What follows belongs to an exercise in optimizing a design on an open flow for small area; a production flow would make more cautious choices.
In this exercise RTL edits were held to simulation tests only and were not proved equivalent to the original.
Power figures rest on the tool's default switching activity, not on a simulated workload.

== lane 1 ==
// jt900h_dumpctl
module jt900h_dumpctl (
  input  logic        clk,
  input  logic        rst_n,
  input  logic [23:0] ram_addr,
  input  logic [1:0]  ram_we,
  input  logic        halt_req,
  output logic        cen,
  output logic [7:0]  dmp_addr,
  input  logic [7:0]  dmp_din,
  input  logic [7:0]  rd_addr,
  output logic [7:0]  rd_data,
  output logic        done,
  output logic [1:0]  cause,
  output logic [31:0] run_cycles
);
Settings: LEC_CHECK=0, CAP_MARGIN=20, CORE_MARGIN=2, CORE_UTILIZATION=40, CTS_BUF_LIST=sky130_fd_sc_hd__clkbuf_16, CTS_CLUSTER_DIAMETER=100, CTS_CLUSTER_SIZE=30, SLEW_MARGIN=20; clock period 10.0 ns.
standard.sh (not shown) runs the stock make flow with config.mk's settings and CLKGATE_MAP_FILE= SYNTH_SCRIPT=/design/flow/synth_recipe.tcl, a recipe that flattens the netlist after the stock synthesis.
==> flow/flow/run.sh <==
#!/bin/bash
# Own layout flow: the standard ORFS flow, except that
#  - synthesis maps the combinational logic with an area-oriented ABC script
#    (flow/area.abc) instead of ORFS's delay-oriented one; registers, passes and
#    naming are otherwise exactly synth_recipe.tcl's;
#  - port buffers use the smallest buffer cell.
# Every tool's output goes to ORFS's own logs under orfs/logs, and make's
# output to flow_make.log in the work folder.
set -euo pipefail
W=$(pwd)
F=$W/flow

# synthesis script: ORFS synth.tcl with the ABC script swapped
sed -e "s|^source \$::env(SCRIPTS_DIR)/synth_preamble.tcl\$|&\nset abc_args [list -script $F/area.abc {*}\$lib_args {*}\$lib_dont_use_args]|" \
  "$FLOW_HOME/scripts/synth.tcl" > "$W/own_synth_orfs.tcl"
grep -q "area.abc" "$W/own_synth_orfs.tcl"
sed -e "s|\$::env(SCRIPTS_DIR)/synth.tcl|$W/own_synth_orfs.tcl|" "$W/synth_recipe.tcl" > "$W/own_synth.tcl"
grep -q "own_synth_orfs.tcl" "$W/own_synth.tcl"
sed -e "s|$W/synth_recipe.tcl|$W/own_synth.tcl|" "$W/standard.sh" > "$W/own_standard.sh"
grep -q "own_synth.tcl" "$W/own_standard.sh"

export BUFFER_PORTS_ARGS="-buffer_cell sky130_fd_sc_hd__buf_1"
bash "$W/own_standard.sh" finish > "$W/flow_make.log" 2>&1
test -s "$W/out/final.def"
==> flow/flow/area.abc <==
strash
&get -n
&fraig -x
&put
scorr
dc2
strash
&get -n
&dch -f
&nf -R 1000 -p
&put
## Diff of input files: lane 2 against lane 1
- a change of CTS_CLUSTER_SIZE from 30 to 18
- a change of CTS_CLUSTER_DIAMETER from 100 to 60
- a change of CTS_BUF_LIST from sky130_fd_sc_hd__clkbuf_16 to sky130_fd_sc_hd__clkbuf_8
Findings:
Number of global-route vias before repair, lane 2 and lane 1: larger value in lane 2. Summary of lane 2 over lane 1: fraction of power spent switching nets shows an increase of 0.97 points; utilization shows no meaningful change; overall power shows no meaningful change; number of buffers inserted by hold repair at cts shows no meaningful change; via count shows no meaningful change. Where fmax is concerned, lane 1 is outperformed by lane 2. Hold slack of lane 2 is on par with lane 1. Taking lane 1 as the reference point, the CTS H-tree depth of lane 2 rises by 1. Count of filler cells inserted in the layout grows slightly when moving from lane 1 to lane 2. Any difference in part of the total power dissipated in the clock network between lane 2 and lane 1 is small enough to ignore.

Another version of the RTL of jt900h_dumpctl (not shown whole).
For scale: roughly 2,100 cells after synthesis, roughly 700 flip-flops, about 97 I/O pins.
==> flow/config.mk <==
export PLATFORM = sky130hd
export DESIGN_NAME = jt900h_dumpctl
export DESIGN_NICKNAME = jt900h_dumpctl
export VERILOG_FILES = /design/flow/design.v
export SDC_FILE = /design/flow/constraint.sdc
export NUM_CORES = 4
export LEC_CHECK = 0
export CAP_MARGIN = 10
export CORE_MARGIN = 2
export CORE_UTILIZATION = 50
export CTS_BUF_LIST = sky130_fd_sc_hd__clkbuf_16
export CTS_CLUSTER_DIAMETER = 100
export CTS_CLUSTER_SIZE = 30
export SLEW_MARGIN = 10
export SYNTH_HIERARCHICAL = 1
==> flow/constraint.sdc <==
create_clock -name core_clock -period 10.0 [get_ports {clk}]
set_input_delay 2.0000 -clock core_clock [delete_from_list [all_inputs] [get_ports {clk}]]
set_output_delay 2.0000 -clock core_clock [all_outputs]
set_load 0.01 [all_outputs]
==> flow/flow/run.sh <==
#!/bin/bash
# Own layout flow: the standard ORFS flow, except that
#  - synthesis maps the combinational logic with area-oriented ABC scripts
#    instead of ORFS's delay-oriented one: flow/light.abc (mapping only, which
#    keeps the read multiplexer's AND-OR structure) for jt900h_dump_rdmux, then
#    flow/area.abc for the rest; registers, passes and naming are otherwise
#    exactly synth_recipe.tcl's;
#  - port buffers use the smallest buffer cell.
# Every tool's output goes to ORFS's own logs under orfs/logs, and make's
# output to flow_make.log in the work folder.
set -euo pipefail
W=$(pwd)
F=$W/flow

# synthesis script: ORFS synth.tcl with the ABC step swapped
sed -e "s|^source \$::env(SCRIPTS_DIR)/synth_preamble.tcl\$|&\nset abc_base [list {*}\$lib_args {*}\$lib_dont_use_args]|" \
    -e "s|^  log_cmd abc {\*}\$abc_args\$|  log_cmd abc -script $F/light.abc {*}\$abc_base jt900h_dump_rdmux\n  log_cmd abc -script $F/area.abc {*}\$abc_base|" \
  "$FLOW_HOME/scripts/synth.tcl" > "$W/own_synth_orfs.tcl"
grep -q "light.abc" "$W/own_synth_orfs.tcl"
grep -q "^set abc_base " "$W/own_synth_orfs.tcl"
sed -e "s|\$::env(SCRIPTS_DIR)/synth.tcl|$W/own_synth_orfs.tcl|" "$W/synth_recipe.tcl" > "$W/own_synth.tcl"
grep -q "own_synth_orfs.tcl" "$W/own_synth.tcl"
sed -e "s|$W/synth_recipe.tcl|$W/own_synth.tcl|" "$W/standard.sh" > "$W/own_standard.sh"
grep -q "own_synth.tcl" "$W/own_standard.sh"

export BUFFER_PORTS_ARGS="-buffer_cell sky130_fd_sc_hd__buf_1"
bash "$W/own_standard.sh" finish > "$W/flow_make.log" 2>&1
test -s "$W/out/final.def"
==> flow/flow/light.abc <==
strash
&get -n
&nf -p -R 1000
&put
Scripts as last shown in full above: flow/flow/area.abc
The baseline finished with timing, DRC and antenna clean.
==> next run, changes <==
- CAP_MARGIN: 10 -> 20
- CORE_UTILIZATION: 50 -> 40
- SLEW_MARGIN: 10 -> 20
- area after synthesis stays the same
- global-route usage drops by 5.6 points
- clock power hardly moves
- total power barely changes
- cell area climbs slightly
==> next run, changes <==
- CORE_UTILIZATION: 40 -> 50
=> Global-route usage rose by 5.8 points; final cell count fell by 5.4%; combinational power fell by about 2.5%; sequential cell count stays the same; setup slack got worse by 0.15 ns; clock-buffer cell count does not change; design area fell by 0.98%; synthesized cell count stays the same; wire length fell by 2.2%.
==> next run, changes <==
- CORE_UTILIZATION: 50 -> 60
The new run completed with no timing, DRC or antenna violations.
Worst setup slack is better by 0.51 ns.
Final cell count is lower by 3.0%.
Clock skew is higher by 0.022 ns.
Global-route usage is higher by 5.1 points.
Flip-flop and latch count is unchanged.
Wire length is lower by 2.0%.
Die area is lower by 16%.
Final area is lower by 0.37%.

==> static timing again, ports no longer ideal <==
How much do the figures lean on ideal ports? The routed layouts below were timed once more, with nothing changed but the port constraints.
Step 1 (the two cells are an assumption about what drives the block):
set clk [get_ports {clk}]
set_driving_cell -lib_cell sky130_fd_sc_hd__clkbuf_16 $clk
set_driving_cell -lib_cell sky130_fd_sc_hd__buf_2 [delete_from_list [all_inputs] $clk]
Step 2 moves the port delays by t, midway between the first and last clock arrival at a register: inputs arrive t later, outputs are due t later. That takes back most of the time a late clock gives input paths.
Three values: no drivers, after step 1, after step 2; two values: the first two.
run	t, ns	setup slack, ns	worst register clock-pin slew, ns
lane 1	0.676	2.232 / 2.202 / 2.202	0.12 / 0.12
lane 2	0.740	2.258 / 2.216 / 2.216	0.12 / 0.12
the first run of note 2	0.670	2.158 / 2.134 / 2.134	0.12 / 0.12
the second run of note 2	0.672	2.322 / 2.299 / 2.299	0.12 / 0.12
the third run of note 2	0.666	2.172 / 2.149 / 2.149	0.12 / 0.12
the fourth run of note 2	0.652	2.685 / 2.664 / 2.664	0.12 / 0.12
After both steps every run listed still meets setup and hold. For lane 2, which loses most, drivers alone change the setup slack by -0.042 ns; drivers and shift together by -0.042 ns.
